Context: an optimization exercise on an open-source flow, tuned for small area and a short achievable clock period. The choices shown serve that exercise and are no tape-out recipe.
Only simulation tests tie the RTL to the original design; equivalence was not proved.

**design.v**
```verilog
module fft16_pt #(
  parameter int DW = 24,
  parameter int TW = 14,
  parameter int IW = 16
) (
  input  logic                 clk,
  input  logic                 rst,
  input  logic signed [IW-1:0] din_r,
  input  logic signed [IW-1:0] din_i,
  output logic signed [DW-1:0] x1_r,
  output logic signed [DW-1:0] x1_c,
  output logic signed [DW-1:0] x2_r,
  output logic signed [DW-1:0] x2_c,
  output logic signed [DW-1:0] y1_r,
  output logic signed [DW-1:0] y1_c,
  output logic signed [DW-1:0] y2_r,
  output logic signed [DW-1:0] y2_c,
  output logic signed [TW-1:0] ra1_r,
  output logic signed [TW-1:0] ra1_c,
  output logic signed [DW-1:0] z1_r,
  output logic signed [DW-1:0] z1_c,
  output logic signed [DW-1:0] z2_r,
  output logic signed [DW-1:0] z2_c
);
  localparam int SW = 21;    
  localparam int LW = 20;    
  localparam int OW = 20;    
  localparam int PW = 23;    
  logic [5:0] c;
  always_ff @(posedge clk) begin
    if (rst) c <= 6'd0;
    else if (c != 6'd56) c <= c + 6'd1;
  end
  logic ld, cmp, outp;
  assign ld   = (c < 6'd16);
  assign cmp  = (c >= 6'd16) && (c < 6'd48);
  assign outp = (c >= 6'd48) && (c < 6'd56);
  logic signed [LW-1:0] tr [8], ti [8], lr [8], li [8];
  logic signed [SW-1:0] z1r_v, z1i_v, z2r_v, z2i_v;    
  logic [4:0] b;         
  assign b = 5'(c - 6'd16);
  logic [2:0] n8;        
  assign n8 = c[2:0];
  logic tx7, tx6, tx4;   
  assign tx7 = cmp && (b[4:3] == 2'd1) && !b[0];
  assign tx6 = cmp && (b[4:3] == 2'd2) && !b[1];
  assign tx4 = cmp && (b[4:3] == 2'd3) && !b[2];
  logic ins_l0, ins_t5, ins_l3;
  assign ins_t5 = ld && (n8 == 3'd1 || n8 == 3'd3);
  assign ins_l3 = ld && (n8 == 3'd4 || n8 == 3'd6);
  assign ins_l0 = ld && !(n8 == 3'd1 || n8 == 3'd3 || n8 == 3'd4 || n8 == 3'd6);
  logic signed [LW-1:0] dr, di;
  assign dr = LW'(din_r);
  assign di = LW'(din_i);
  logic s3;
  assign s3 = cmp && (b[4:3] == 2'd3);
  always_ff @(posedge clk) begin
    tr[0] <= ld ? lr[7] : (s3 ? tr[7] : LW'(z1r_v));
    ti[0] <= ld ? li[7] : (s3 ? ti[7] : LW'(z1i_v));
    tr[1] <= tr[0]; ti[1] <= ti[0];
    tr[2] <= tr[1]; ti[2] <= ti[1];
    tr[3] <= tr[2]; ti[3] <= ti[2];
    tr[4] <= tx4 ? lr[7] : tr[3];
    ti[4] <= tx4 ? li[7] : ti[3];
    tr[5] <= ins_t5 ? dr : tr[4];
    ti[5] <= ins_t5 ? di : ti[4];
    tr[6] <= tx6 ? lr[7] : tr[5];
    ti[6] <= tx6 ? li[7] : ti[5];
    tr[7] <= tx7 ? lr[7] : tr[6];
    ti[7] <= tx7 ? li[7] : ti[6];
    lr[0] <= ins_l0 ? dr : (ld ? tr[7] : (s3 ? bxr : LW'(z2r_v)));
    li[0] <= ins_l0 ? di : (ld ? ti[7] : (s3 ? bxi : LW'(z2i_v)));
    lr[1] <= lr[0]; li[1] <= li[0];
    lr[2] <= lr[1]; li[2] <= li[1];
    lr[3] <= ins_l3 ? dr : lr[2];
    li[3] <= ins_l3 ? di : li[2];
    lr[4] <= lr[3]; li[4] <= li[3];
    lr[5] <= lr[4]; li[5] <= li[4];
    lr[6] <= lr[5]; li[6] <= li[5];
    lr[7] <= lr[6]; li[7] <= li[6];
  end
  function automatic logic [2:0] tw_m(input logic [5:0] bi);
    case (bi[5:3])
      3'd0: tw_m = 3'd0;
      3'd1: tw_m = {bi[0], 2'b00};
      3'd2: tw_m = {bi[1:0], 1'b0};
      default: tw_m = bi[2:0];
    endcase
  endfunction
  logic [5:0] c_nx;
  assign c_nx = (c == 6'd56) ? c : c + 6'd1;
  logic [5:0] bb_nx;     
  assign bb_nx = c_nx - 6'd14;
  logic [2:0] mr_nx;
  assign mr_nx = tw_m(bb_nx);
  logic [7:0] sl_nx;     
  always_comb begin
    case (mr_nx)
      3'd0: sl_nx = 8'b0010_1000;
      3'd1: sl_nx = 8'b0010_1001;
      3'd2: sl_nx = 8'b0010_1001;
      3'd3: sl_nx = 8'b1000_0110;
      3'd4: sl_nx = 8'b1000_0110;
      3'd5: sl_nx = 8'b1001_0111;
      3'd6: sl_nx = 8'b1001_0111;
      default: sl_nx = 8'b0110_1101;
    endcase
  end
  logic bt_nx;           
  always_comb begin
    case (bb_nx[5:3])
      3'd1: bt_nx = !bb_nx[0];
      3'd2: bt_nx = !bb_nx[1];
      3'd3: bt_nx = !bb_nx[2];
      default: bt_nx = 1'b0;
    endcase
  end
  logic rd_odd, rd_sq2;
  logic rp_v, rp_n, rq_v, rq_n, ip_v, ip_n, iq_v, iq_n;
  always_ff @(posedge clk) begin
    rd_odd <= mr_nx[0];
    rd_sq2 <= (mr_nx == 3'd2) || (mr_nx == 3'd6);
    {rp_v, rp_n, rq_v, rq_n, ip_v, ip_n, iq_v, iq_n} <= sl_nx;
  end
  logic m_odd, m_sq2;
  assign m_odd = rd_odd;
  assign m_sq2 = rd_sq2;
  logic rs_l5, rs_t4, rs_t3, rs_t1;
  always_ff @(posedge clk) begin
    rs_l5 <= !bt_nx;
    rs_t4 <= bt_nx && (bb_nx[5:3] == 3'd1);
    rs_t3 <= bt_nx && (bb_nx[5:3] == 3'd2);
    rs_t1 <= bt_nx && (bb_nx[5:3] == 3'd3);
  end
  logic signed [OW-1:0] bsr, bsi;
  assign bsr = ({OW{rs_l5}} & OW'(lr[5])) | ({OW{rs_t4}} & OW'(tr[4]))
             | ({OW{rs_t3}} & OW'(tr[3])) | ({OW{rs_t1}} & OW'(tr[1]));
  assign bsi = ({OW{rs_l5}} & OW'(li[5])) | ({OW{rs_t4}} & OW'(ti[4]))
             | ({OW{rs_t3}} & OW'(ti[3])) | ({OW{rs_t1}} & OW'(ti[1]));
  function automatic logic [PW-1:0] sel_p(input logic [OW-1:0] u, input logic [OW-1:0] v,
      input logic p_v, input logic p_n, input logic q_v, input logic q_n,
      input logic odd, input logic sq2);
    logic signed [OW-1:0] pt, qt;
    logic signed [PW-1:0] a, c;
    pt = (p_v ? v : u) ^ {OW{p_n}};
    qt = (q_v ? v : u) ^ {OW{q_n}};
    a  = odd ? {pt, 3'b000} : {{3{pt[OW-1]}}, pt};
    c  = odd ? ~{{3{qt[OW-1]}}, qt} : (sq2 ? {{3{qt[OW-1]}}, qt} : {PW{1'b0}});
    sel_p = a + c + {{(PW-1){1'b0}}, odd};
  endfunction
  logic [PW-1:0] pop_r, pop_i;
  logic [OW-1:0] qop_r, qop_i;
  logic k_odd, k_sq2, k_rpn, k_rqn, k_ipn, k_iqn;
  always_ff @(posedge clk) begin
    pop_r <= sel_p(bsr, bsi, rp_v, rp_n, rq_v, rq_n, m_odd, m_sq2);
    pop_i <= sel_p(bsr, bsi, ip_v, ip_n, iq_v, iq_n, m_odd, m_sq2);
    qop_r <= ((rq_v ? bsi : bsr) ^ {OW{rq_n}});
    qop_i <= ((iq_v ? bsi : bsr) ^ {OW{iq_n}});
    k_odd <= m_odd;
    k_sq2 <= m_sq2;
    k_rpn <= rp_n; k_rqn <= rq_n; k_ipn <= ip_n; k_iqn <= iq_n;
  end
  logic [OW-1:0] xsr, xcr, xsi, xci;
  logic          xcir, xcii;
  fft16_pt_rot u_rot_r (.p(pop_r), .q(qop_r), .odd(k_odd), .sq2(k_sq2), .pn(k_rpn), .qn(k_rqn),
                        .ps(xsr), .pc(xcr), .pci(xcir));
  fft16_pt_rot u_rot_i (.p(pop_i), .q(qop_i), .odd(k_odd), .sq2(k_sq2), .pn(k_ipn), .qn(k_iqn),
                        .ps(xsi), .pc(xci), .pci(xcii));
  logic [OW-1:0] pqs_r, pqc_r, pqs_i, pqc_i;
  logic          pqci_r, pqci_i;
  always_ff @(posedge clk) begin
    pqs_r <= xsr; pqc_r <= xcr; pqci_r <= xcir;
    pqs_i <= xsi; pqc_i <= xci; pqci_i <= xcii;
  end
  logic signed [OW-1:0] pq_r, pq_i;
  logic [OW:0] pq_rw, pq_iw;
  assign pq_rw = {pqs_r, 1'b1} + {pqc_r, pqci_r};
  assign pq_iw = {pqs_i, 1'b1} + {pqc_i, pqci_i};
  assign pq_r = pq_rw[OW:1];
  assign pq_i = pq_iw[OW:1];
  logic bt2;
  always_comb begin
    case (b[4:3])
      2'd1: bt2 = !b[0];
      2'd2: bt2 = !b[1];
      2'd3: bt2 = !b[2];
      default: bt2 = 1'b0;
    endcase
  end
  logic signed [OW-1:0] bxr, bxi;
  always_comb begin
    if (!bt2) begin
      bxr = OW'(lr[7]); bxi = OW'(li[7]);
    end else begin
      case (b[4:3])
        2'd1: begin bxr = OW'(tr[6]); bxi = OW'(ti[6]); end
        2'd2: begin bxr = OW'(tr[5]); bxi = OW'(ti[5]); end
        default: begin bxr = OW'(tr[3]); bxi = OW'(ti[3]); end
      endcase
    end
  end
  logic signed [OW-1:0] ar, ai;
  assign ar = tr[7];
  assign ai = ti[7];
  assign z1r_v = SW'(ar) + SW'(pq_r);
  assign z1i_v = SW'(ai) + SW'(pq_i);
  assign z2r_v = SW'(ar) - SW'(pq_r);
  assign z2i_v = SW'(ai) - SW'(pq_i);
  logic [2:0] mb;
  assign mb = tw_m({1'b0, b});
  logic signed [TW-1:0] wr, wi;
  always_comb begin
    case (mb)
      3'd0: begin wr =  14'sd4096; wi =  14'sd0;    end
      3'd1: begin wr =  14'sd3784; wi = -14'sd1567; end
      3'd2: begin wr =  14'sd2896; wi = -14'sd2896; end
      3'd3: begin wr =  14'sd1567; wi = -14'sd3784; end
      3'd4: begin wr =  14'sd0;    wi = -14'sd4096; end
      3'd5: begin wr = -14'sd1567; wi = -14'sd3784; end
      3'd6: begin wr = -14'sd2896; wi = -14'sd2896; end
      default: begin wr = -14'sd3784; wi = -14'sd1567; end
    endcase
  end
  logic signed [OW-1:0] x1r_q, x1i_q, x2r_q, x2i_q, y1r_q, y1i_q, y2r_q, y2i_q;
  logic signed [SW-1:0] z1r_q, z1i_q, z2r_q, z2i_q;
  logic signed [TW-1:0] war_q, wai_q;
  always_ff @(posedge clk) begin
    if (rst || !cmp) begin
      x1r_q <= '0; x1i_q <= '0; x2r_q <= '0; x2i_q <= '0;
      y1r_q <= '0; y1i_q <= '0; y2r_q <= '0; y2i_q <= '0;
      war_q <= '0; wai_q <= '0;
    end else begin
      x1r_q <= ar; x1i_q <= ai; x2r_q <= bxr; x2i_q <= bxi;
      y1r_q <= pq_r; y1i_q <= pq_i; y2r_q <= -pq_r; y2i_q <= -pq_i;
      war_q <= wr; wai_q <= wi;
    end
  end
  always_ff @(posedge clk) begin
    if (rst || ld) begin
      z1r_q <= '0; z1i_q <= '0; z2r_q <= '0; z2i_q <= '0;
    end else if (cmp || outp) begin
      z1r_q <= z1r_v; z1i_q <= z1i_v; z2r_q <= z2r_v; z2i_q <= z2i_v;
    end
  end
  assign x1_r = DW'(x1r_q); assign x1_c = DW'(x1i_q);
  assign x2_r = DW'(x2r_q); assign x2_c = DW'(x2i_q);
  assign y1_r = DW'(y1r_q); assign y1_c = DW'(y1i_q);
  assign y2_r = DW'(y2r_q); assign y2_c = DW'(y2i_q);
  assign ra1_r = war_q; assign ra1_c = wai_q;
  assign z1_r = DW'(z1r_q); assign z1_c = DW'(z1i_q);
  assign z2_r = DW'(z2r_q); assign z2_c = DW'(z2i_q);
endmodule
module fft16_pt_rot (
  input  logic [22:0] p,
  input  logic [19:0] q,
  input  logic        odd,
  input  logic        sq2,
  input  logic        pn,
  input  logic        qn,
  output logic [19:0] ps,
  output logic [19:0] pc,
  output logic        pci
);
  logic [31:0] sa, sb;
  wire w1 = (odd & p[0]);
  wire w2 = ((odd & ~sq2 & ~pn & qn) | (odd & ~sq2 & pn & qn));
  wire w3 = (odd & p[1]);
  wire w4 = ((odd & ~sq2 & ~pn & qn) | (odd & ~sq2 & pn & qn));
  wire w5 = (odd & p[2]);
  wire w6 = ((odd & ~sq2 & ~pn & qn) | (odd & ~sq2 & pn & qn));
  wire w7 = (odd & ~p[0]);
  wire w8 = (odd & p[3]);
  wire w9 = (odd & ~q[0]);
  wire w10 = ((odd & ~sq2 & ~pn & qn) | (odd & ~sq2 & pn & ~qn));
  wire w11 = (odd & ~p[1]);
  wire w12 = (odd & p[4]);
  wire w13 = (sq2 & p[0]);
  wire w14 = (odd & ~q[1]);
  wire w15 = ((~odd & sq2 & ~pn & qn) | (~odd & sq2 & pn & ~qn) | (odd & ~sq2 & ~pn & ~qn) | (odd & ~sq2 & pn & ~qn) | (odd & ~sq2 & pn & qn));
  wire w16 = (odd & ~p[0]);
  wire w17 = (odd & ~p[2]);
  wire w18 = (odd & p[5]);
  wire w19 = (sq2 & p[1]);
  wire w20 = (odd & ~q[2]);
  wire w21 = ((~odd & sq2 & pn & qn) | (odd & ~sq2 & ~pn & ~qn) | (odd & ~sq2 & pn & ~qn));
  wire w22 = (odd & ~p[1]);
  wire w23 = (odd & ~p[3]);
  wire w24 = ((odd & p[6]) | (sq2 & p[0]));
  wire w25 = (sq2 & p[2]);
  wire w26 = (odd & ~q[3]);
  wire w27 = ((~odd & sq2 & ~pn & qn) | (~odd & sq2 & pn & ~qn) | (odd & ~sq2 & ~pn & qn) | (odd & ~sq2 & pn & ~qn));
  wire w28 = (odd & ~p[2]);
  wire w29 = (odd & ~p[4]);
  wire w30 = ((odd & p[7]) | (sq2 & p[1]));
  wire w31 = (sq2 & p[3]);
  wire w32 = (odd & ~q[4]);
  wire w33 = ((~odd & sq2 & pn & qn) | (odd & ~sq2 & pn & ~qn));
  wire w34 = (odd & ~p[3]);
  wire w35 = ((odd & ~p[5]) | (sq2 & ~p[0]));
  wire w36 = ((odd & p[8]) | (sq2 & p[2]));
  wire w37 = (sq2 & p[4]);
  wire w38 = (odd & ~q[5]);
  wire w39 = ((~odd & sq2 & ~pn & ~qn) | (~odd & sq2 & pn & qn) | (odd & ~sq2 & pn & qn));
  wire w40 = (odd & p[0]);
  wire w41 = (odd & ~p[4]);
  wire w42 = ((odd & ~p[6]) | (sq2 & ~p[1]));
  wire w43 = ((odd & p[9]) | (sq2 & p[3]));
  wire w44 = (sq2 & p[5]);
  wire w45 = (odd & ~q[6]);
  wire w46 = ((~odd & sq2 & pn & qn) | (odd & ~sq2 & ~pn & qn) | (odd & ~sq2 & pn & ~qn));
  wire w47 = (odd & p[1]);
  wire w48 = ((odd & ~p[5]) | (sq2 & ~p[0]));
  wire w49 = ((odd & ~p[7]) | (sq2 & ~p[2]));
  wire w50 = ((odd & p[10]) | (sq2 & p[4]));
  wire w51 = (sq2 & p[6]);
  wire w52 = (odd & ~q[7]);
  wire w53 = ((~odd & sq2 & ~pn & ~qn) | (odd & ~sq2 & ~pn & qn) | (odd & ~sq2 & pn & ~qn) | (odd & ~sq2 & pn & qn));
  wire w54 = (odd & p[2]);
  wire w55 = ((odd & ~p[6]) | (sq2 & ~p[1]));
  wire w56 = ((odd & ~p[8]) | (sq2 & ~p[3]));
  wire w57 = ((odd & p[11]) | (sq2 & p[5]));
  wire w58 = ((odd & q[0]) | (sq2 & p[7]));
  wire w59 = (odd & ~q[8]);
  wire w60 = ((~odd & sq2 & pn & qn) | (odd & ~sq2 & pn & ~qn));
  wire w61 = ((odd & p[3]) | (~odd & p[0]));
  wire w62 = ((odd & ~p[7]) | (sq2 & ~p[2]));
  wire w63 = ((odd & ~p[9]) | (sq2 & ~p[4]));
  wire w64 = ((odd & p[12]) | (sq2 & p[6]));
  wire w65 = ((odd & q[1]) | (sq2 & p[8]));
  wire w66 = (odd & ~q[9]);
  wire w67 = ((~odd & ~sq2 & pn & ~qn) | (~odd & ~sq2 & pn & qn) | (~odd & sq2 & ~pn & qn) | (~odd & sq2 & pn & ~qn) | (~odd & sq2 & pn & qn) | (odd & ~sq2 & pn & qn));
  wire w68 = ((odd & p[4]) | (~odd & p[1]));
  wire w69 = ((odd & ~p[8]) | (sq2 & ~p[3]));
  wire w70 = ((odd & ~p[10]) | (sq2 & ~p[5]));
  wire w71 = ((odd & p[13]) | (sq2 & p[7]));
  wire w72 = ((odd & q[2]) | (sq2 & p[9]));
  wire w73 = (odd & ~q[10]);
  wire w74 = ((odd & p[5]) | (~odd & p[2]));
  wire w75 = ((odd & ~p[9]) | (sq2 & ~p[4]));
  wire w76 = ((odd & ~p[11]) | (sq2 & ~p[6]));
  wire w77 = ((odd & p[14]) | (sq2 & p[8]));
  wire w78 = ((odd & q[3]) | (sq2 & p[10]));
  wire w79 = (odd & ~q[11]);
  wire w80 = ((odd & p[6]) | (~odd & p[3]));
  wire w81 = ((odd & ~p[10]) | (sq2 & ~p[5]));
  wire w82 = ((odd & ~p[12]) | (sq2 & ~p[7]));
  wire w83 = ((odd & p[15]) | (sq2 & p[9]));
  wire w84 = ((odd & q[4]) | (sq2 & p[11]));
  wire w85 = (odd & ~q[12]);
  wire w86 = ((odd & p[7]) | (~odd & p[4]));
  wire w87 = ((odd & ~p[11]) | (sq2 & ~p[6]));
  wire w88 = ((odd & ~p[13]) | (sq2 & ~p[8]));
  wire w89 = ((odd & p[16]) | (sq2 & p[10]));
  wire w90 = ((odd & q[5]) | (sq2 & p[12]));
  wire w91 = (odd & ~q[13]);
  wire w92 = ((odd & p[8]) | (~odd & p[5]));
  wire w93 = ((odd & ~p[12]) | (sq2 & ~p[7]));
  wire w94 = ((odd & ~p[14]) | (sq2 & ~p[9]));
  wire w95 = ((odd & p[17]) | (sq2 & p[11]));
  wire w96 = ((odd & q[6]) | (sq2 & p[13]));
  wire w97 = (odd & ~q[14]);
  wire w98 = ((odd & p[9]) | (~odd & p[6]));
  wire w99 = ((odd & ~p[13]) | (sq2 & ~p[8]));
  wire w100 = ((odd & ~p[15]) | (sq2 & ~p[10]));
  wire w101 = ((odd & p[18]) | (sq2 & p[12]));
  wire w102 = ((odd & q[7]) | (sq2 & p[14]));
  wire w103 = (odd & ~q[15]);
  wire w104 = ((odd & p[10]) | (~odd & p[7]));
  wire w105 = ((odd & ~p[14]) | (sq2 & ~p[9]));
  wire w106 = ((odd & ~p[16]) | (sq2 & ~p[11]));
  wire w107 = ((odd & p[19]) | (sq2 & p[13]));
  wire w108 = ((odd & q[8]) | (sq2 & p[15]));
  wire w109 = (odd & ~q[16]);
  wire w110 = ((odd & p[11]) | (~odd & p[8]));
  wire w111 = ((odd & ~p[15]) | (sq2 & ~p[10]));
  wire w112 = ((odd & ~p[17]) | (sq2 & ~p[12]));
  wire w113 = ((odd & p[20]) | (sq2 & p[14]));
  wire w114 = ((odd & q[9]) | (sq2 & p[16]));
  wire w115 = (odd & ~q[17]);
  wire w116 = ((odd & p[12]) | (~odd & p[9]));
  wire w117 = ((odd & ~p[16]) | (sq2 & ~p[11]));
  wire w118 = ((odd & ~p[18]) | (sq2 & ~p[13]));
  wire w119 = ((odd & p[21]) | (sq2 & p[15]));
  wire w120 = ((odd & q[10]) | (sq2 & p[17]));
  wire w121 = (odd & ~q[18]);
  wire w122 = ((odd & p[13]) | (~odd & p[10]));
  wire w123 = ((odd & ~p[17]) | (sq2 & ~p[12]));
  wire w124 = ((odd & ~p[19]) | (sq2 & ~p[14]));
  wire w125 = ((odd & ~p[22]) | (sq2 & p[16]));
  wire w126 = ((odd & q[11]) | (sq2 & p[18]));
  wire w127 = (odd & q[19]);
  wire w128 = ((odd & p[14]) | (~odd & p[11]));
  wire w129 = ((odd & ~p[18]) | (sq2 & ~p[13]));
  wire w130 = ((odd & ~p[20]) | (sq2 & ~p[15]));
  wire w131 = (sq2 & p[17]);
  wire w132 = ((odd & q[12]) | (sq2 & p[19]));
  wire w133 = ((odd & ~sq2 & ~pn & ~qn) | (odd & ~sq2 & ~pn & qn) | (odd & ~sq2 & pn & ~qn) | (odd & ~sq2 & pn & qn));
  wire w134 = ((odd & p[15]) | (~odd & p[12]));
  wire w135 = ((odd & ~p[19]) | (sq2 & ~p[14]));
  wire w136 = ((odd & ~p[21]) | (sq2 & ~p[16]));
  wire w137 = (sq2 & p[18]);
  wire w138 = ((odd & q[13]) | (sq2 & p[20]));
  wire w139 = ((odd & ~sq2 & ~pn & ~qn) | (odd & ~sq2 & ~pn & qn) | (odd & ~sq2 & pn & ~qn) | (odd & ~sq2 & pn & qn));
  wire w140 = ((odd & p[16]) | (~odd & p[13]));
  wire w141 = ((odd & ~p[20]) | (sq2 & ~p[15]));
  wire w142 = ((odd & p[22]) | (sq2 & ~p[17]));
  wire w143 = (sq2 & p[19]);
  wire w144 = ((odd & q[14]) | (sq2 & p[21]));
  wire w145 = ((odd & p[17]) | (~odd & p[14]));
  wire w146 = ((odd & ~p[21]) | (sq2 & ~p[16]));
  wire w147 = (sq2 & ~p[18]);
  wire w148 = (sq2 & p[20]);
  wire w149 = ((odd & q[15]) | (sq2 & ~p[22]));
  wire w150 = ((~odd & sq2 & ~pn & ~qn) | (~odd & sq2 & ~pn & qn) | (~odd & sq2 & pn & ~qn) | (~odd & sq2 & pn & qn) | (odd & ~sq2 & ~pn & ~qn) | (odd & ~sq2 & ~pn & qn) | (odd & ~sq2 & pn & ~qn) | (odd & ~sq2 & pn & qn));
  wire w151 = ((odd & p[18]) | (~odd & p[15]));
  wire w152 = ((odd & p[22]) | (sq2 & ~p[17]));
  wire w153 = (sq2 & ~p[19]);
  wire w154 = (sq2 & p[21]);
  wire w155 = (odd & q[16]);
  wire w156 = ((~odd & sq2 & ~pn & ~qn) | (~odd & sq2 & ~pn & qn) | (~odd & sq2 & pn & ~qn) | (~odd & sq2 & pn & qn));
  wire w157 = ((odd & p[19]) | (~odd & p[16]));
  wire w158 = (sq2 & ~p[18]);
  wire w159 = (sq2 & ~p[20]);
  wire w160 = (sq2 & ~p[22]);
  wire w161 = (odd & q[17]);
  wire w162 = ((odd & ~sq2 & ~pn & ~qn) | (odd & ~sq2 & ~pn & qn) | (odd & ~sq2 & pn & ~qn) | (odd & ~sq2 & pn & qn));
  wire w163 = ((odd & p[20]) | (~odd & p[17]));
  wire w164 = (sq2 & ~p[19]);
  wire w165 = (sq2 & ~p[21]);
  wire w166 = (odd & q[18]);
  wire w167 = ((~odd & sq2 & ~pn & ~qn) | (~odd & sq2 & ~pn & qn) | (~odd & sq2 & pn & ~qn) | (~odd & sq2 & pn & qn) | (odd & ~sq2 & ~pn & ~qn) | (odd & ~sq2 & ~pn & qn) | (odd & ~sq2 & pn & ~qn) | (odd & ~sq2 & pn & qn));
  wire w168 = ((odd & p[21]) | (~odd & p[18]));
  wire w169 = (sq2 & ~p[20]);
  wire w170 = (sq2 & p[22]);
  wire w171 = (odd & ~q[19]);
  wire w172 = ((odd & ~p[22]) | (~odd & p[19]));
  wire w173 = (sq2 & ~p[21]);
  wire w174 = ((~odd & sq2 & ~pn & ~qn) | (~odd & sq2 & ~pn & qn) | (~odd & sq2 & pn & ~qn) | (~odd & sq2 & pn & qn));
  wire w175 = w40 ^ w41;
  wire w176 = w40 & w41;
  wire w177 = w47 ^ w48 ^ w49;
  wire w178 = (w47 & w48) | (w47 & w49) | (w48 & w49);
  wire w179 = w54 ^ w55 ^ w56;
  wire w180 = (w54 & w55) | (w54 & w56) | (w55 & w56);
  wire w181 = w61 ^ w62 ^ w63;
  wire w182 = (w61 & w62) | (w61 & w63) | (w62 & w63);
  wire w183 = w68 ^ w69;
  wire w184 = w68 & w69;
  wire w185 = w74 ^ w75;
  wire w186 = w74 & w75;
  wire w187 = w80 ^ w81;
  wire w188 = w80 & w81;
  wire w189 = w86 ^ w87;
  wire w190 = w86 & w87;
  wire w191 = w92 ^ w93;
  wire w192 = w92 & w93;
  wire w193 = w98 ^ w99;
  wire w194 = w98 & w99;
  wire w195 = w104 ^ w105;
  wire w196 = w104 & w105;
  wire w197 = w110 ^ w111;
  wire w198 = w110 & w111;
  wire w199 = w116 ^ w117;
  wire w200 = w116 & w117;
  wire w201 = w122 ^ w123;
  wire w202 = w122 & w123;
  wire w203 = w128 ^ w129;
  wire w204 = w128 & w129;
  wire w205 = w134 ^ w135;
  wire w206 = w134 & w135;
  wire w207 = w11 ^ w12;
  wire w208 = w11 & w12;
  wire w209 = w16 ^ w17 ^ w18;
  wire w210 = (w16 & w17) | (w16 & w18) | (w17 & w18);
  wire w211 = w19 ^ w20;
  wire w212 = w19 & w20;
  wire w213 = w22 ^ w23 ^ w24;
  wire w214 = (w22 & w23) | (w22 & w24) | (w23 & w24);
  wire w215 = w25 ^ w26 ^ w27;
  wire w216 = (w25 & w26) | (w25 & w27) | (w26 & w27);
  wire w217 = w28 ^ w29 ^ w30;
  wire w218 = (w28 & w29) | (w28 & w30) | (w29 & w30);
  wire w219 = w31 ^ w32 ^ w33;
  wire w220 = (w31 & w32) | (w31 & w33) | (w32 & w33);
  wire w221 = w34 ^ w35 ^ w36;
  wire w222 = (w34 & w35) | (w34 & w36) | (w35 & w36);
  wire w223 = w37 ^ w38 ^ w39;
  wire w224 = (w37 & w38) | (w37 & w39) | (w38 & w39);
  wire w225 = w42 ^ w43 ^ w44;
  wire w226 = (w42 & w43) | (w42 & w44) | (w43 & w44);
  wire w227 = w45 ^ w46 ^ w175;
  wire w228 = (w45 & w46) | (w45 & w175) | (w46 & w175);
  wire w229 = w50 ^ w51 ^ w52;
  wire w230 = (w50 & w51) | (w50 & w52) | (w51 & w52);
  wire w231 = w53 ^ w177 ^ w176;
  wire w232 = (w53 & w177) | (w53 & w176) | (w177 & w176);
  wire w233 = w57 ^ w58 ^ w59;
  wire w234 = (w57 & w58) | (w57 & w59) | (w58 & w59);
  wire w235 = w60 ^ w179 ^ w178;
  wire w236 = (w60 & w179) | (w60 & w178) | (w179 & w178);
  wire w237 = w64 ^ w65 ^ w66;
  wire w238 = (w64 & w65) | (w64 & w66) | (w65 & w66);
  wire w239 = w67 ^ w181 ^ w180;
  wire w240 = (w67 & w181) | (w67 & w180) | (w181 & w180);
  wire w241 = w70 ^ w71 ^ w72;
  wire w242 = (w70 & w71) | (w70 & w72) | (w71 & w72);
  wire w243 = w73 ^ w183 ^ w182;
  wire w244 = (w73 & w183) | (w73 & w182) | (w183 & w182);
  wire w245 = w76 ^ w77 ^ w78;
  wire w246 = (w76 & w77) | (w76 & w78) | (w77 & w78);
  wire w247 = w79 ^ w185 ^ w184;
  wire w248 = (w79 & w185) | (w79 & w184) | (w185 & w184);
  wire w249 = w82 ^ w83 ^ w84;
  wire w250 = (w82 & w83) | (w82 & w84) | (w83 & w84);
  wire w251 = w85 ^ w187 ^ w186;
  wire w252 = (w85 & w187) | (w85 & w186) | (w187 & w186);
  wire w253 = w88 ^ w89 ^ w90;
  wire w254 = (w88 & w89) | (w88 & w90) | (w89 & w90);
  wire w255 = w91 ^ w189 ^ w188;
  wire w256 = (w91 & w189) | (w91 & w188) | (w189 & w188);
  wire w257 = w94 ^ w95 ^ w96;
  wire w258 = (w94 & w95) | (w94 & w96) | (w95 & w96);
  wire w259 = w97 ^ w191 ^ w190;
  wire w260 = (w97 & w191) | (w97 & w190) | (w191 & w190);
  wire w261 = w100 ^ w101 ^ w102;
  wire w262 = (w100 & w101) | (w100 & w102) | (w101 & w102);
  wire w263 = w103 ^ w193 ^ w192;
  wire w264 = (w103 & w193) | (w103 & w192) | (w193 & w192);
  wire w265 = w106 ^ w107 ^ w108;
  wire w266 = (w106 & w107) | (w106 & w108) | (w107 & w108);
  wire w267 = w109 ^ w195 ^ w194;
  wire w268 = (w109 & w195) | (w109 & w194) | (w195 & w194);
  wire w269 = w112 ^ w113 ^ w114;
  wire w270 = (w112 & w113) | (w112 & w114) | (w113 & w114);
  wire w271 = w115 ^ w197 ^ w196;
  wire w272 = (w115 & w197) | (w115 & w196) | (w197 & w196);
  wire w273 = w118 ^ w119 ^ w120;
  wire w274 = (w118 & w119) | (w118 & w120) | (w119 & w120);
  wire w275 = w121 ^ w199 ^ w198;
  wire w276 = (w121 & w199) | (w121 & w198) | (w199 & w198);
  wire w277 = w124 ^ w125 ^ w126;
  wire w278 = (w124 & w125) | (w124 & w126) | (w125 & w126);
  wire w279 = w127 ^ w201 ^ w200;
  wire w280 = (w127 & w201) | (w127 & w200) | (w201 & w200);
  wire w281 = w130 ^ w131 ^ w132;
  wire w282 = (w130 & w131) | (w130 & w132) | (w131 & w132);
  wire w283 = w133 ^ w203 ^ w202;
  wire w284 = (w133 & w203) | (w133 & w202) | (w203 & w202);
  wire w285 = w136 ^ w137 ^ w138;
  wire w286 = (w136 & w137) | (w136 & w138) | (w137 & w138);
  wire w287 = w139 ^ w205 ^ w204;
  wire w288 = (w139 & w205) | (w139 & w204) | (w205 & w204);
  wire w289 = w140 ^ w141 ^ w142;
  wire w290 = (w140 & w141) | (w140 & w142) | (w141 & w142);
  wire w291 = w143 ^ w144 ^ w206;
  wire w292 = (w143 & w144) | (w143 & w206) | (w144 & w206);
  wire w293 = w145 ^ w146 ^ w147;
  wire w294 = (w145 & w146) | (w145 & w147) | (w146 & w147);
  wire w295 = w148 ^ w149 ^ w150;
  wire w296 = (w148 & w149) | (w148 & w150) | (w149 & w150);
  wire w297 = w151 ^ w152 ^ w153;
  wire w298 = (w151 & w152) | (w151 & w153) | (w152 & w153);
  wire w299 = w154 ^ w155 ^ w156;
  wire w300 = (w154 & w155) | (w154 & w156) | (w155 & w156);
  wire w301 = w157 ^ w158 ^ w159;
  wire w302 = (w157 & w158) | (w157 & w159) | (w158 & w159);
  wire w303 = w160 ^ w161 ^ w162;
  wire w304 = (w160 & w161) | (w160 & w162) | (w161 & w162);
  wire w305 = w163 ^ w164 ^ w165;
  wire w306 = (w163 & w164) | (w163 & w165) | (w164 & w165);
  wire w307 = w166 ^ w167;
  wire w308 = w166 & w167;
  wire w309 = w168 ^ w169 ^ w170;
  wire w310 = (w168 & w169) | (w168 & w170) | (w169 & w170);
  wire w311 = w7 ^ w8;
  wire w312 = w7 & w8;
  wire w313 = w13 ^ w14 ^ w15;
  wire w314 = (w13 & w14) | (w13 & w15) | (w14 & w15);
  wire w315 = w21 ^ w209 ^ w211;
  wire w316 = (w21 & w209) | (w21 & w211) | (w209 & w211);
  wire w317 = w213 ^ w215 ^ w210;
  wire w318 = (w213 & w215) | (w213 & w210) | (w215 & w210);
  wire w319 = w217 ^ w219 ^ w214;
  wire w320 = (w217 & w219) | (w217 & w214) | (w219 & w214);
  wire w321 = w221 ^ w223 ^ w218;
  wire w322 = (w221 & w223) | (w221 & w218) | (w223 & w218);
  wire w323 = w225 ^ w227 ^ w222;
  wire w324 = (w225 & w227) | (w225 & w222) | (w227 & w222);
  wire w325 = w229 ^ w231 ^ w226;
  wire w326 = (w229 & w231) | (w229 & w226) | (w231 & w226);
  wire w327 = w233 ^ w235 ^ w230;
  wire w328 = (w233 & w235) | (w233 & w230) | (w235 & w230);
  wire w329 = w237 ^ w239 ^ w234;
  wire w330 = (w237 & w239) | (w237 & w234) | (w239 & w234);
  wire w331 = w241 ^ w243 ^ w238;
  wire w332 = (w241 & w243) | (w241 & w238) | (w243 & w238);
  wire w333 = w245 ^ w247 ^ w242;
  wire w334 = (w245 & w247) | (w245 & w242) | (w247 & w242);
  wire w335 = w249 ^ w251 ^ w246;
  wire w336 = (w249 & w251) | (w249 & w246) | (w251 & w246);
  wire w337 = w253 ^ w255 ^ w250;
  wire w338 = (w253 & w255) | (w253 & w250) | (w255 & w250);
  wire w339 = w257 ^ w259 ^ w254;
  wire w340 = (w257 & w259) | (w257 & w254) | (w259 & w254);
  wire w341 = w261 ^ w263 ^ w258;
  wire w342 = (w261 & w263) | (w261 & w258) | (w263 & w258);
  wire w343 = w265 ^ w267 ^ w262;
  wire w344 = (w265 & w267) | (w265 & w262) | (w267 & w262);
  wire w345 = w269 ^ w271 ^ w266;
  wire w346 = (w269 & w271) | (w269 & w266) | (w271 & w266);
  wire w347 = w273 ^ w275 ^ w270;
  wire w348 = (w273 & w275) | (w273 & w270) | (w275 & w270);
  wire w349 = w277 ^ w279 ^ w274;
  wire w350 = (w277 & w279) | (w277 & w274) | (w279 & w274);
  wire w351 = w281 ^ w283 ^ w278;
  wire w352 = (w281 & w283) | (w281 & w278) | (w283 & w278);
  wire w353 = w285 ^ w287 ^ w282;
  wire w354 = (w285 & w287) | (w285 & w282) | (w287 & w282);
  wire w355 = w289 ^ w291 ^ w286;
  wire w356 = (w289 & w291) | (w289 & w286) | (w291 & w286);
  wire w357 = w293 ^ w295 ^ w290;
  wire w358 = (w293 & w295) | (w293 & w290) | (w295 & w290);
  wire w359 = w297 ^ w299 ^ w294;
  wire w360 = (w297 & w299) | (w297 & w294) | (w299 & w294);
  wire w361 = w301 ^ w303 ^ w298;
  wire w362 = (w301 & w303) | (w301 & w298) | (w303 & w298);
  wire w363 = w305 ^ w307 ^ w302;
  wire w364 = (w305 & w307) | (w305 & w302) | (w307 & w302);
  wire w365 = w171 ^ w309 ^ w306;
  wire w366 = (w171 & w309) | (w171 & w306) | (w309 & w306);
  wire w367 = w172 ^ w173 ^ w174;
  wire w368 = (w172 & w173) | (w172 & w174) | (w173 & w174);
  wire w369 = w9 ^ w10;
  wire w370 = w9 & w10;
  wire w371 = w207 ^ w313 ^ w312;
  wire w372 = (w207 & w313) | (w207 & w312) | (w313 & w312);
  wire w373 = w208 ^ w315 ^ w314;
  wire w374 = (w208 & w315) | (w208 & w314) | (w315 & w314);
  wire w375 = w212 ^ w317 ^ w316;
  wire w376 = (w212 & w317) | (w212 & w316) | (w317 & w316);
  wire w377 = w216 ^ w319 ^ w318;
  wire w378 = (w216 & w319) | (w216 & w318) | (w319 & w318);
  wire w379 = w220 ^ w321 ^ w320;
  wire w380 = (w220 & w321) | (w220 & w320) | (w321 & w320);
  wire w381 = w224 ^ w323 ^ w322;
  wire w382 = (w224 & w323) | (w224 & w322) | (w323 & w322);
  wire w383 = w228 ^ w325 ^ w324;
  wire w384 = (w228 & w325) | (w228 & w324) | (w325 & w324);
  wire w385 = w232 ^ w327 ^ w326;
  wire w386 = (w232 & w327) | (w232 & w326) | (w327 & w326);
  wire w387 = w236 ^ w329 ^ w328;
  wire w388 = (w236 & w329) | (w236 & w328) | (w329 & w328);
  wire w389 = w240 ^ w331 ^ w330;
  wire w390 = (w240 & w331) | (w240 & w330) | (w331 & w330);
  wire w391 = w244 ^ w333 ^ w332;
  wire w392 = (w244 & w333) | (w244 & w332) | (w333 & w332);
  wire w393 = w248 ^ w335 ^ w334;
  wire w394 = (w248 & w335) | (w248 & w334) | (w335 & w334);
  wire w395 = w252 ^ w337 ^ w336;
  wire w396 = (w252 & w337) | (w252 & w336) | (w337 & w336);
  wire w397 = w256 ^ w339 ^ w338;
  wire w398 = (w256 & w339) | (w256 & w338) | (w339 & w338);
  wire w399 = w260 ^ w341 ^ w340;
  wire w400 = (w260 & w341) | (w260 & w340) | (w341 & w340);
  wire w401 = w264 ^ w343 ^ w342;
  wire w402 = (w264 & w343) | (w264 & w342) | (w343 & w342);
  wire w403 = w268 ^ w345 ^ w344;
  wire w404 = (w268 & w345) | (w268 & w344) | (w345 & w344);
  wire w405 = w272 ^ w347 ^ w346;
  wire w406 = (w272 & w347) | (w272 & w346) | (w347 & w346);
  wire w407 = w276 ^ w349 ^ w348;
  wire w408 = (w276 & w349) | (w276 & w348) | (w349 & w348);
  wire w409 = w280 ^ w351 ^ w350;
  wire w410 = (w280 & w351) | (w280 & w350) | (w351 & w350);
  wire w411 = w284 ^ w353 ^ w352;
  wire w412 = (w284 & w353) | (w284 & w352) | (w353 & w352);
  wire w413 = w288 ^ w355 ^ w354;
  wire w414 = (w288 & w355) | (w288 & w354) | (w355 & w354);
  wire w415 = w292 ^ w357 ^ w356;
  wire w416 = (w292 & w357) | (w292 & w356) | (w357 & w356);
  wire w417 = w296 ^ w359 ^ w358;
  wire w418 = (w296 & w359) | (w296 & w358) | (w359 & w358);
  wire w419 = w300 ^ w361 ^ w360;
  wire w420 = (w300 & w361) | (w300 & w360) | (w361 & w360);
  wire w421 = w304 ^ w363 ^ w362;
  wire w422 = (w304 & w363) | (w304 & w362) | (w363 & w362);
  wire w423 = w308 ^ w365 ^ w364;
  wire w424 = (w308 & w365) | (w308 & w364) | (w365 & w364);
  wire w425 = w310 ^ w367 ^ w366;
  wire w426 = (w310 & w367) | (w310 & w366) | (w367 & w366);
  assign sa = {w425, w423, w421, w419, w417, w415, w413, w411, w409, w407, w405, w403, w401, w399, w397, w395, w393, w391, w389, w387, w385, w383, w381, w379, w377, w375, w373, w371, w311, w5, w3, w1};
  assign sb = {w424, w422, w420, w418, w416, w414, w412, w410, w408, w406, w404, w402, w400, w398, w396, w394, w392, w390, w388, w386, w384, w382, w380, w378, w376, w374, w372, w370, w369, w6, w4, w2};
  logic [12:0] lo;
  assign lo  = {1'b0, sa[11:0]} + {1'b0, sb[11:0]};
  assign ps  = sa[31:12];
  assign pc  = sb[31:12];
  assign pci = lo[12];
endmodule
```
**config.mk**
```make
export PLATFORM = sky130hd
export DESIGN_NAME = fft16_pt
export DESIGN_NICKNAME = fft16_pt
export VERILOG_FILES = /design/flow/design.v
export SDC_FILE = /design/flow/constraint.sdc
export NUM_CORES = 4
export LEC_CHECK = 0
export CAP_MARGIN = 20
export CORE_MARGIN = 2
export CORE_UTILIZATION = 70
export CTS_CLUSTER_DIAMETER = 100
export CTS_CLUSTER_SIZE = 24
export SLEW_MARGIN = 20
```
**constraint.sdc**
```tcl
create_clock -name core_clock -period 15.0 [get_ports {clk}]
set_input_delay 3.0000 -clock core_clock [delete_from_list [all_inputs] [get_ports {clk}]]
set_output_delay 3.0000 -clock core_clock [all_outputs]
set_load 0.01 [all_outputs]
```
**flow/run.sh**
```bash
#!/bin/bash
set -euo pipefail
bash standard.sh synth > synth.log 2>&1
bash standard.sh SETUP_SLACK_MARGIN=10.4 "BUFFER_PORTS_ARGS=-buffer_cell sky130_fd_sc_hd__buf_1" finish > layout.log 2>&1
```
**standard.sh**
```bash
#!/bin/bash
# synth_recipe.tcl (not shown) runs the flow's synth.tcl, then flattens the netlist and writes it again
# the make line also repeats each setting of config.mk as NAME=value (left out here)
make -C /OpenROAD-flow-scripts/flow DESIGN_CONFIG=/design/flow/config.mk WORK_HOME=/design/flow/orfs CLKGATE_MAP_FILE= SYNTH_SCRIPT=/design/flow/synth_recipe.tcl "${@:-finish}"
```
==> results of run 1 <==
## path summary, 6_finish.rpt
check                  from  cells past startpoint  slack [ns]   endpoint
hold reg to reg   ti[0][15]                      0        0.30  ti[1][15]
hold / removal    ti[0][15]                      0        0.30  ti[1][15]
setup / recovery       rq_v                     18       10.26  pop_r[22]
setup reg to reg       rq_v                     18       10.26  pop_r[22]
## area by class of cell
| type | count | share of cell area (%) |
|---|---|---|
| Tap cell | 940 | 2.17 |
| Multi-Input combinational cell | 3358 | 48.0 |
| Inverter | 405 | 2.82 |
| Antenna cell | 10 | 0.0463 |
| Sequential cell | 1091 | 40.4 |
| Clock buffer | 55 | 2.50 |
| Clock inverter | 10 | 0.266 |
| Timing Repair Buffer | 435 | 3.77 |
## per-stage QoR
stage               cells  utilization (%)
finish               6304             77.0
global route         6295             76.9
CTS                  6271             75.9
detailed placement   6193             73.2
global placement     6193             73.2
floorplan            5169                -
## Yosys cell counts, drive strengths merged, types with 25 or more instances
cell	count	share of area [%]
clkbuf	222	1.7
inv	401	3.0
mux2	168	3.8
nor3	67	0.71
o21bai	25	0.38
dfxtp	1091	44
fa	222	8.9
xnor2	190	3.4
o21ai	218	2.2
buf	94	1.1
a211oi	54	0.81
nand2b	52	0.65
a21oi	296	3.0
nand3	78	0.78
and2	75	0.94
nor2b	39	0.50
o22ai	46	0.58
ha	228	5.7
nand2	512	3.9
mux2i	95	1.9
nor2	433	3.3
xor2	73	1.3
a21o	53	0.80
a22oi	154	2.3
## cells by family after synthesis
group	after synthesis	share of synthesized area (%)
flops	1091	43.8
fa+ha+maj	450	14.6
simple gates	1358	12.2
xor+xnor	263	4.71
mux	263	5.70
other cells	1	0.00752
buf+inv	721	5.87
compound gates	1020	13.1
## layout by cell type, fill, tap and decap left out, types with 11 or more instances in the layout
cell and count:
dfxtp_1 1083, nand2_1 508, nor2_1 432, inv_1 393, buf_1 346, a21oi_1 285, fa_1 222, ha_1 213
o21ai_0 197, mux2_2 165, xnor2_1 162, a22oi_1 153, mux2i_1 93, buf_4 78, nand3_1 76, and2_1 74
xor2_1 69, nor3_1 60, clkbuf_16 53, nand2b_1 51, a21o_1 50, a211oi_1 49, o22ai_1 44, nor2b_1 34
o21bai_1 23, o21a_1 23, xnor2_2 23, and3_1 22, a221oi_1 17, a31oi_1 16, or3_1 15, o211ai_1 14
o21ai_1 12, ha_2 11
## critical path: cells and delay by family, from the launching register on
family	cells	cell delay, ns
compound gates	8	1.94
fa+ha+maj	2	0.63
buf+inv	2	0.49
simple gates	3	0.46
mux	1	0.38
xor+xnor	2	0.35
flops	1	0.32
## registers in the layout, indices dropped and copies added, names as in the netlist, 21 cells and up
| register | count |
|---|---|
| lr | 160 |
| ti | 160 |
| pop_i | 23 |
| tr | 160 |
| z1i_q | 21 |
| li | 160 |
| pop_r | 23 |
| z1r_q | 21 |
## metal layers
layer,vias to the layer above,share of wire (%),wire [µm]
met2,2711,44,73500
met5,-,0.014,23
li1,17534,-,-
met4,4,8.7,14700
met1,19160,37,61900
met3,665,11,18800
## repair_timing
action | CTS | global route
cloned | 1 | 0
resized for setup | 47 | 130
buffers inserted | 12 | 23
hold endpoints to repair | 0 | 0
pin swaps | 10 | 25
endpoints found under the setup margin | 81 | 76
==> run summary, run 1 <==
clock-pin slew on the worst setup and hold paths 0.10 ns; core area 70300 µm²; die height 271 µm; Crit Path Class reg -> reg; Slew headroom 13.2%; met3 usage 9.90%; GRT busiest layer met2; post-synthesis sequential area ratio 43.8%; # DRC 0; Top Ports 350; syn_area_per_cell 9.65 µm²; outcome finished clean; RSZ-0062 raised after global routing yes; total routed wirelength 169000 µm; DRT Pass-1 Iters 9; Post-DP HPWL 124000 µm; multi-input logic area 26000 µm²; Tightest Pin Transition 1.29 ns; register area 21900 µm²; pre-CTS WS 9.53 ns; final global-route overflow total 0; Vias/cell 6.36; final period utilization 31.6%; GR Util met2 67.8%; global-route wire length before repair 247000 µm; initial antenna violation count 9; Final Worst Setup Slack 10.26 ns; Max Root-Sink Buffers 3; gr usage total 45.2%; Max Cap Viol 0; Worst Setup End Kind flip-flop; crit-path cells buf_4, nand3_1, o21ai_4, xnor2_1, mux2_2, fa_1, inv_1, fa_1, nor2b_1, o21ai_0, a21oi_1, o21ai_2, o2111ai_1, a31oi_2, o21ai_0, a2111oi_1, nor3_1, xor2_1; vias in the first global route 38563; Cell Area, Placed 51400 µm²; TritonCTS buffer count 53; gate count of the mapped netlist 5167; Root Driver clkbuf_16; remaining antenna violation count 0; Final min period 4.74 ns; DIE WIDTH 271 µm; layout cells sized above 1 9.43%; Worst Hold Margin 0.304 ns; initial DRC count 4934; CP startpoint kind flip-flop; Crit path largest cell delay 0.48 ns; H-tree Lvls 2; flops & latches, synth 1091; Pins Over Slew Limit 0; die area 73400 µm²; synth unique cells 95; P&R area growth vs syn 8.52%; Final setup viols 0; Critical Path RT 15.54 ns; Via Count 40074; final hold violations 0; PortBufs 346; setup_tns 0 ns; CTS tree done; Final Cell Area 54100 µm²; Max Clk Rate 0.211 GHz; Post-Route Skew 0.0686 ns; fill count 4852; Max stage delay cell, worst path a2111oi_1; hold buffers post-CTS 0; CTS Sinks 1091; largest net degree at the start of global routing 102; Mapped Area 49900 µm²; Clk Latency, worst-skew pair 0.70 ns; Tightest Hold Check Type reg -> reg; Synth Warn # 5; CP arrival 5.28 ns; Final #Nets 5828; Post-synth EDFFs 0; ys async rst share 0%; Core Rows 97; Max FO, Critical Path 40; RD Place Congestion 1.05; Primary FF master, synth dfxtp_1; Starting Density 70.9%; post-DR wirelength/cell 26.8 µm; routing usage on met1 57.6%
==> run 2, diff against run 1 <==
==> flow/run.sh (replaced) <==
#!/bin/bash
set -euo pipefail
bash standard.sh synth > synth.log 2>&1
bash standard.sh SETUP_SLACK_MARGIN=10.2 "BUFFER_PORTS_ARGS=-buffer_cell sky130_fd_sc_hd__buf_1" finish > layout.log 2>&1
--- a/config.mk
+++ b/config.mk
@@ -7,7 +7,7 @@
 export LEC_CHECK = 0
 export CAP_MARGIN = 20
 export CORE_MARGIN = 2
-export CORE_UTILIZATION = 70
+export CORE_UTILIZATION = 60
 export CTS_CLUSTER_DIAMETER = 100
 export CTS_CLUSTER_SIZE = 24
 export SLEW_MARGIN = 20
==> run 2 against run 1 <==
Critical path type unchanged. Critical endpoint unchanged. Sequential share of layout area up 0.18 points. Clock-buffer cell count grew 2. First-iteration DRC count fell by 40%.
==> run summary, run 2 <==
FF-to-FF Start rs_l5 (was rq_v); Via Count 38105 (was 40074); clock-pin slew on the worst setup and hold paths 0.10 ns (about the same); Final Util 65.5% (was 77.0%); Tightest Hold Check Type reg -> reg (unchanged); Tightest Pin Transition 1.16 ns (was 1.29 ns); synth unique cells 95 (unchanged); Root Driver clkbuf_16 (unchanged); R2R depth 16 (was 18); flop2flop setup slack 10.14 ns (was 10.26 ns); Final min period 4.86 ns (was 4.74 ns); DRT Pass-1 Iters 6 (was 9); most frequent cells after synthesis dfxtp_1 (1091), nand2_1 (512), nor2_1 (433), inv_1 (399), a21oi_1 (294) (unchanged); CP arrival 5.41 ns (was 5.28 ns); Vias/cell 5.94 (was 6.36); Clk Latency, worst-skew pair 0.70 ns (about the same); final global-route overflow total 0 (unchanged); core area 82100 µm² (was 70300 µm²); Critical Path RT 15.55 ns (was 15.54 ns); Max FO, Critical Path 40 (unchanged); Antenna diodes 0 (was 10); initial antenna violation count 4 (was 9); outcome finished clean (unchanged); PortBufs 346 (unchanged); Worst Hold Margin 0.302 ns (was 0.304 ns); Non-Filler Instances 6416 (was 6304); Max Cap Viol 0 (unchanged); final period utilization 32.4% (was 31.6%); Synth area leaders dfxtp_1 (44%), fa_1 (8.9%), ha_1 (5.7%) (unchanged); H-tree Lvls 2 (unchanged); Final #Nets 5817 (was 5828); crit path to pop_r[22] (unchanged); hold buffers post-CTS 0 (unchanged); fill count 6840 (was 4852); Worst Setup End Kind flip-flop (unchanged); post-synthesis sequential area ratio 43.8% (unchanged); total routed wirelength 167000 µm (was 169000 µm); register area 21800 µm² (was 21900 µm²); largest net degree at the start of global routing 102 (unchanged); multi-input logic area 25600 µm² (was 26000 µm²); most frequent cell after synthesis dfxtp_1 (unchanged); Starting Density 60.7% (was 70.9%); Post-DP HPWL 125000 µm (was 124000 µm); Final Worst Setup Slack 10.14 ns (was 10.26 ns); Worst R2R End pop_r[22] (unchanged); ys async rst share 0% (unchanged); RSZ-0062 raised after global routing yes (unchanged); Top Ports 350 (unchanged); Crit path largest cell delay 0.78 ns (was 0.48 ns); crit path from rs_l5 (was rq_v); die height 292 µm (was 271 µm); pre-CTS WS 9.61 ns (was 9.53 ns); Max Root-Sink Buffers 3 (unchanged); Max Clk Rate 0.206 GHz (was 0.211 GHz); Final setup viols 0 (unchanged); TritonCTS buffer count 53 (unchanged); syn_area_per_cell 9.65 µm² (unchanged); gate count of the mapped netlist 5167 (unchanged); Core Rows 105 (was 97); layout cells sized above 1 8.19% (was 9.43%); setup_tns 0 ns (unchanged); Mapped Area 49900 µm² (unchanged); gr usage total 38.2% (was 45.2%); post-DR wirelength/cell 26.0 µm (was 26.8 µm); RD Place Congestion 1.05 (about the same); global-route wire length before repair 241000 µm (was 247000 µm); Placed Cells 6326 (was 6193); die area 85400 µm² (was 73400 µm²); Post-Route Skew 0.0594 ns (was 0.0686 ns); P&R area growth vs syn 7.96% (was 8.52%); DIE WIDTH 292 µm (was 271 µm); Max stage delay cell, worst path o21ai_0 (was a2111oi_1); Post-synth EDFFs 0 (unchanged); Crit Path Class reg -> reg (unchanged); Pins Over Slew Limit 0 (unchanged); Slew headroom 22.5% (was 13.2%); most frequent cells in the layout dfxtp_1 (1088), nand2_1 (509), nor2_1 (433) (was dfxtp_1 (1083), nand2_1 (508), nor2_1 (432)); remaining antenna violation count 0 (unchanged); Yosys top cell area share 43.8% (unchanged); # DRC 0 (unchanged); CP startpoint kind flip-flop (unchanged); Primary FF master, synth dfxtp_1 (unchanged); Synth Warn # 5 (unchanged); initial DRC count 2945 (was 4934); flops & latches, synth 1091 (unchanged); CTS tree done (unchanged); commonest non-fill, non-tap cell in the layout dfxtp_1 (unchanged); vias in the first global route 36998 (was 38563); area leader, netlist dfxtp_1 (unchanged); most used cell, CP o21ai_0; CTS Sinks 1091 (unchanged); final hold violations 0 (unchanged); crit-path cells clkbuf_8, a22oi_1, nand2_1, o21ai_0, xnor2_1, mux2_2, ha_1, o21ai_0, a21oi_1, o21ai_2, o2111ai_1, a31oi_2, o21ai_0, a2111oi_1, nor3_1, xor2_1 (was buf_4, nand3_1, o21ai_4, xnor2_1, mux2_2, fa_1, inv_1, fa_1, nor2b_1, o21ai_0, a21oi_1, o21ai_2, o2111ai_1, a31oi_2, o21ai_0, a2111oi_1, nor3_1, xor2_1)
## run 2: what timing repair did
action | 4_1_cts | 5_1_grt
endpoints found under the setup margin | 62 | 69
resized for setup | 31 | 62
setup buffers | 4 | 18
pin swaps | 2 | 12
## run 2: logic make-up (layout without fill, tap and decap cells)
logic type / after synthesis / after routing / share of synthesized area [%]
XOR/XNOR: 263 / 263 / 4.71
multiplexers: 263 / 263 / 5.70
AO/OA/AOI/OAI: 1020 / 1020 / 13.1
flip-flops: 1091 / 1091 / 43.8
buffers and inverters: 721 / 898 / 5.87
other: 1 / 3 / 0.00752
AND/OR/NAND/NOR: 1358 / 1358 / 12.2
adder cells (fa/ha/maj): 450 / 450 / 14.6
## run 2: cell type report
cell class	count	share of cell area, %
clock inverter	11	0.430
timing repair buffer	425	3.59
multi-input combinational	3357	47.6
clock buffer	57	2.49
inverter	405	2.84
tap	1070	2.49
sequential	1091	40.6
## run 2: worst min-delay path by stage
stage	startpoint	endpoint	depth (start not counted)
after floorplan	li[0][0]	li[1][0]	0
after global placement	ti[0][0]	ti[1][0]	0
after detailed placement	li[1][6]	li[2][6]	0
after CTS	li[4][17]	li[5][17]	0
after global routing	li[4][17]	li[5][17]	0
final	li[4][17]	li[5][17]	0
## run 2: critical path: cells and delay by family, from the launching register on
| kind | cells | cell delay, ns |
|---|---|---|
| AO/OA/AOI/OAI | 9 | 2.62 |
| XOR/XNOR | 2 | 0.41 |
| adder cells (fa/ha/maj) | 1 | 0.36 |
| buffers and inverters | 1 | 0.28 |
| flip-flops | 1 | 0.32 |
| multiplexers | 1 | 0.37 |
| AND/OR/NAND/NOR | 2 | 0.34 |
## run 2: per-stage QoR
step                cell area, µm²
floorplan                    49900
global placement             51700
detailed placement           51700
CTS                          53400
global route                 53800
finish                       53800
## run 2: metal layers
layer  share of wire [%]  vias to the layer above  wire [µm]  track usage, %
met3                 7.0                      436      11700            5.49
met2                  47                     1652      78100            63.0
met4                 7.6                        4      12600            24.8
li1                    -                    17522          -               -
met1                  39                    18491      64200            47.0
met5               0.016                        -         26               0
==> run 3, diff against run 2 <==
==> flow/run.sh (replaced) <==
#!/bin/bash
set -euo pipefail
bash standard.sh synth > synth.log 2>&1
bash standard.sh SETUP_SLACK_MARGIN=10.3 "BUFFER_PORTS_ARGS=-buffer_cell sky130_fd_sc_hd__buf_1" finish > layout.log 2>&1
--- a/config.mk
+++ b/config.mk
@@ -9,5 +9,5 @@
 export CORE_MARGIN = 2
 export CORE_UTILIZATION = 60
 export CTS_CLUSTER_DIAMETER = 100
-export CTS_CLUSTER_SIZE = 24
+export CTS_CLUSTER_SIZE = 27
 export SLEW_MARGIN = 20
==> run 3 against run 2 <==
Still clean. Sequential cell count stayed put. Register-to-register slack better by 0.21 ns. Critical endpoint unchanged. Clock-buffer cell count is 6 lower.
==> run summary, run 3 <==
Post-synth EDFFs 0 (unchanged); Non-Filler Instances 6414 (was 6416); multiplexer area fraction after synthesis 5.70% (unchanged); syn_area_per_cell 9.65 µm² (unchanged); H-tree Lvls 2 (unchanged); Max Clk Rate 0.215 GHz (was 0.206 GHz); ys async rst share 0% (unchanged); most frequent cells after synthesis dfxtp_1 (1091), nand2_1 (512), nor2_1 (433), inv_1 (399), a21oi_1 (294) (unchanged); # DRC 0 (unchanged); gate count of the mapped netlist 5167 (unchanged); Critical Path RT 15.55 ns (about the same); outcome finished clean (unchanged); Final #Nets 5816 (was 5817); Placed Cells 6326 (unchanged); FF-to-FF Start rs_t4 (was rs_l5); Final setup viols 0 (unchanged); Tightest Pin Transition 1.27 ns (was 1.16 ns); Tightest Hold Check Type reg -> reg (unchanged); Pins Over Slew Limit 0 (unchanged); DRT Pass-1 Iters 6 (unchanged); flop2flop setup slack 10.35 ns (was 10.14 ns); complex-gate fraction of the synthesized area 13.1% (unchanged); Adder-Cell Fraction of Synth Area 14.6% (unchanged); Mapped Area 49900 µm² (unchanged); Via Count 37901 (was 38105); layout cells sized above 1 8.53% (was 8.19%); Top Ports 350 (unchanged); Worst Hold Margin 0.316 ns (was 0.302 ns); P&R area growth vs syn 8.04% (was 7.96%); Worst R2R End pop_r[22] (unchanged); flops & latches, synth 1091 (unchanged); Clk Latency, worst-skew pair 0.69 ns (was 0.70 ns); Crit Path Class reg -> reg (unchanged); Synth Warn # 5 (unchanged); TritonCTS buffer count 49 (was 53); clock-pin slew on the worst setup and hold paths 0.11 ns (was 0.10 ns); CTS Sinks 1091 (unchanged); crit path from rs_t4 (was rs_l5); fill count 6826 (was 6840); largest net degree at the start of global routing 102 (unchanged); crit path to pop_r[22] (unchanged); die area 85400 µm² (unchanged); Antenna diodes 0 (unchanged); CP startpoint kind flip-flop (unchanged); Core Rows 105 (unchanged); CTS tree done (unchanged); initial DRC count 2947 (was 2945); Yosys top cell area share 43.8% (unchanged); post-DR wirelength/cell 25.9 µm (was 26.0 µm); Synth area leaders dfxtp_1 (44%), fa_1 (8.9%), ha_1 (5.7%) (unchanged); vias in the first global route 36952 (was 36998); XOR/XNOR Fraction of Synth Area 4.71% (unchanged); Vias/cell 5.91 (was 5.94); RD Place Congestion 1.05 (unchanged); area share of and/or/nand/nor cells after synthesis 12.2% (unchanged); most frequent cell after synthesis dfxtp_1 (unchanged); DIE WIDTH 292 µm (unchanged); final period utilization 31.0% (was 32.4%); Post-Route Skew 0.0526 ns (was 0.0594 ns); global-route wire length before repair 241000 µm (about the same); Final min period 4.65 ns (was 4.86 ns); synth unique cells 95 (unchanged); final hold violations 0 (unchanged); total routed wirelength 166000 µm (was 167000 µm); Primary FF master, synth dfxtp_1 (unchanged); Starting Density 60.7% (unchanged); R2R depth 16 (unchanged); commonest non-fill, non-tap cell in the layout dfxtp_1 (unchanged); Max Root-Sink Buffers 3 (unchanged); Max Cap Viol 0 (unchanged); core area 82100 µm² (unchanged); initial antenna violation count 3 (was 4); post-synthesis sequential area ratio 43.8% (unchanged); gr usage total 38.2% (about the same); final global-route overflow total 0 (unchanged); Post-DP HPWL 125000 µm (unchanged); RSZ-0062 raised after global routing yes (unchanged); main combinational cell family by area after synthesis adder cells (unchanged); area leader, netlist dfxtp_1 (unchanged); Slew headroom 14.6% (was 22.5%); PortBufs 346 (unchanged); Worst Setup End Kind flip-flop (unchanged); setup_tns 0 ns (unchanged); Max FO, Critical Path 40 (unchanged); die height 292 µm (unchanged); remaining antenna violation count 0 (unchanged); Root Driver clkbuf_16 (unchanged); most frequent cells in the layout dfxtp_1 (1087), nand2_1 (509), nor2_1 (433) (was dfxtp_1 (1088), nand2_1 (509), nor2_1 (433)); CP arrival 5.20 ns (was 5.41 ns)
## run 3: worst min path at each step
stage | from | to | slack (ns) | depth (start not counted)
CTS | lr[0][3] | lr[1][3] | 0.31 | 0
detailed placement | li[1][6] | li[2][6] | 0.31 | 0
finish | lr[4][12] | lr[5][12] | 0.32 | 0
floorplan | li[0][0] | li[1][0] | 0.31 | 0
global route | lr[0][15] | lr[1][15] | 0.32 | 0
global placement | ti[0][0] | ti[1][0] | 0.31 | 0
## run 3: final cells by class
| type | count | area, µm² | area share (%) |
|---|---|---|---|
| Clock buffer | 51 | 1230 | 2.29 |
| Tap cell | 1070 | 1340 | 2.49 |
| Timing Repair Buffer | 428 | 1960 | 3.64 |
| Multi-Input combinational cell | 3357 | 25700 | 47.8 |
| Clock inverter | 12 | 230 | 0.427 |
| Sequential cell | 1091 | 21900 | 40.6 |
| Inverter | 405 | 1530 | 2.83 |
## run 3: metrics by stage
step                area (µm²)  util, %  setup WS (ns)
floorplan                49900        -          10.46
global placement         51700     62.9           9.72
CTS                      53300     65.0          10.10
global route             53900     65.6          10.17
detailed placement       51700     62.9           9.61
finish                   53900     65.6          10.35
## run 3: kinds of logic after synthesis
group,after synthesis
and+or+nand+nor,1358
DFF,1091
AOI/OAI and AO/OA,1020
buffers and inverters,721
adders and majority gates,450
xor gates and xnor gates,263
muxes,263
other,1
## run 3: worst max-delay path, stage by stage (launching register included)
cell and delay (ns):
dfxtp_1 0.32, buf_6 0.23, a22oi_1 0.23, nand2_1 0.21, o21ai_0 0.73, xnor2_1 0.22, mux2_2 0.37, ha_1 0.36
o21ai_0 0.13, a21oi_1 0.16, o21ai_2 0.22, o2111ai_1 0.19, a31oi_2 0.26, o21ai_0 0.14, a2111oi_1 0.40, nor3_1 0.12
xor2_1 0.17
## run 3: layer usage
layer	GRT usage [%]	part of all wire [%]
met1	47.1	38
met4	24.2	7.4
met3	5.57	7.2
met2	63.1	47
met5	0	0.014
## run 3: what timing repair did
item,in CTS,in global routing
setup buffers,5,20
pin swaps,3,23
hold buffers,0,0
setup endpoints to repair,83,65
gates cloned,0,0
resized for setup,44,77

## static timing again, ports no longer ideal
No port has a modelled driver above. Below, the same layouts with a new extraction and two added sets of constraints.
Step 1 assumes that a clkbuf_16 drives the clock port and a buf_2 every other input.
Step 2 times the ports against the registers' clock, not the clock port: input delays grow and output delays shrink by t, the midpoint of the rising clock arrivals with the driver on.
Three values: ideal, step 1, step 2; two values: the first two.
run | shift t [ns] | setup WS [ns] | hold slack, ns | latest minus earliest clock arrival (ns) | worst slew at a driven data input, ns
run 1 | 0.746 | 10.263 / 10.263 / 9.854 | 0.304 / 0.304 / 0.304 | 0.070 / 0.070 | 0.10
run 2 | 0.742 | 10.144 / 10.144 / 9.699 | 0.302 / 0.302 / 0.302 | 0.059 / 0.059 | 0.09
run 3 | 0.736 | 10.350 / 10.350 / 9.666 | 0.316 / 0.316 / 0.316 | 0.056 / 0.055 | 0.10
After both steps every run listed still meets setup and hold. The setup slack of run 3, which loses most, moves by 0.000 ns with the drivers and by -0.684 ns with both steps.
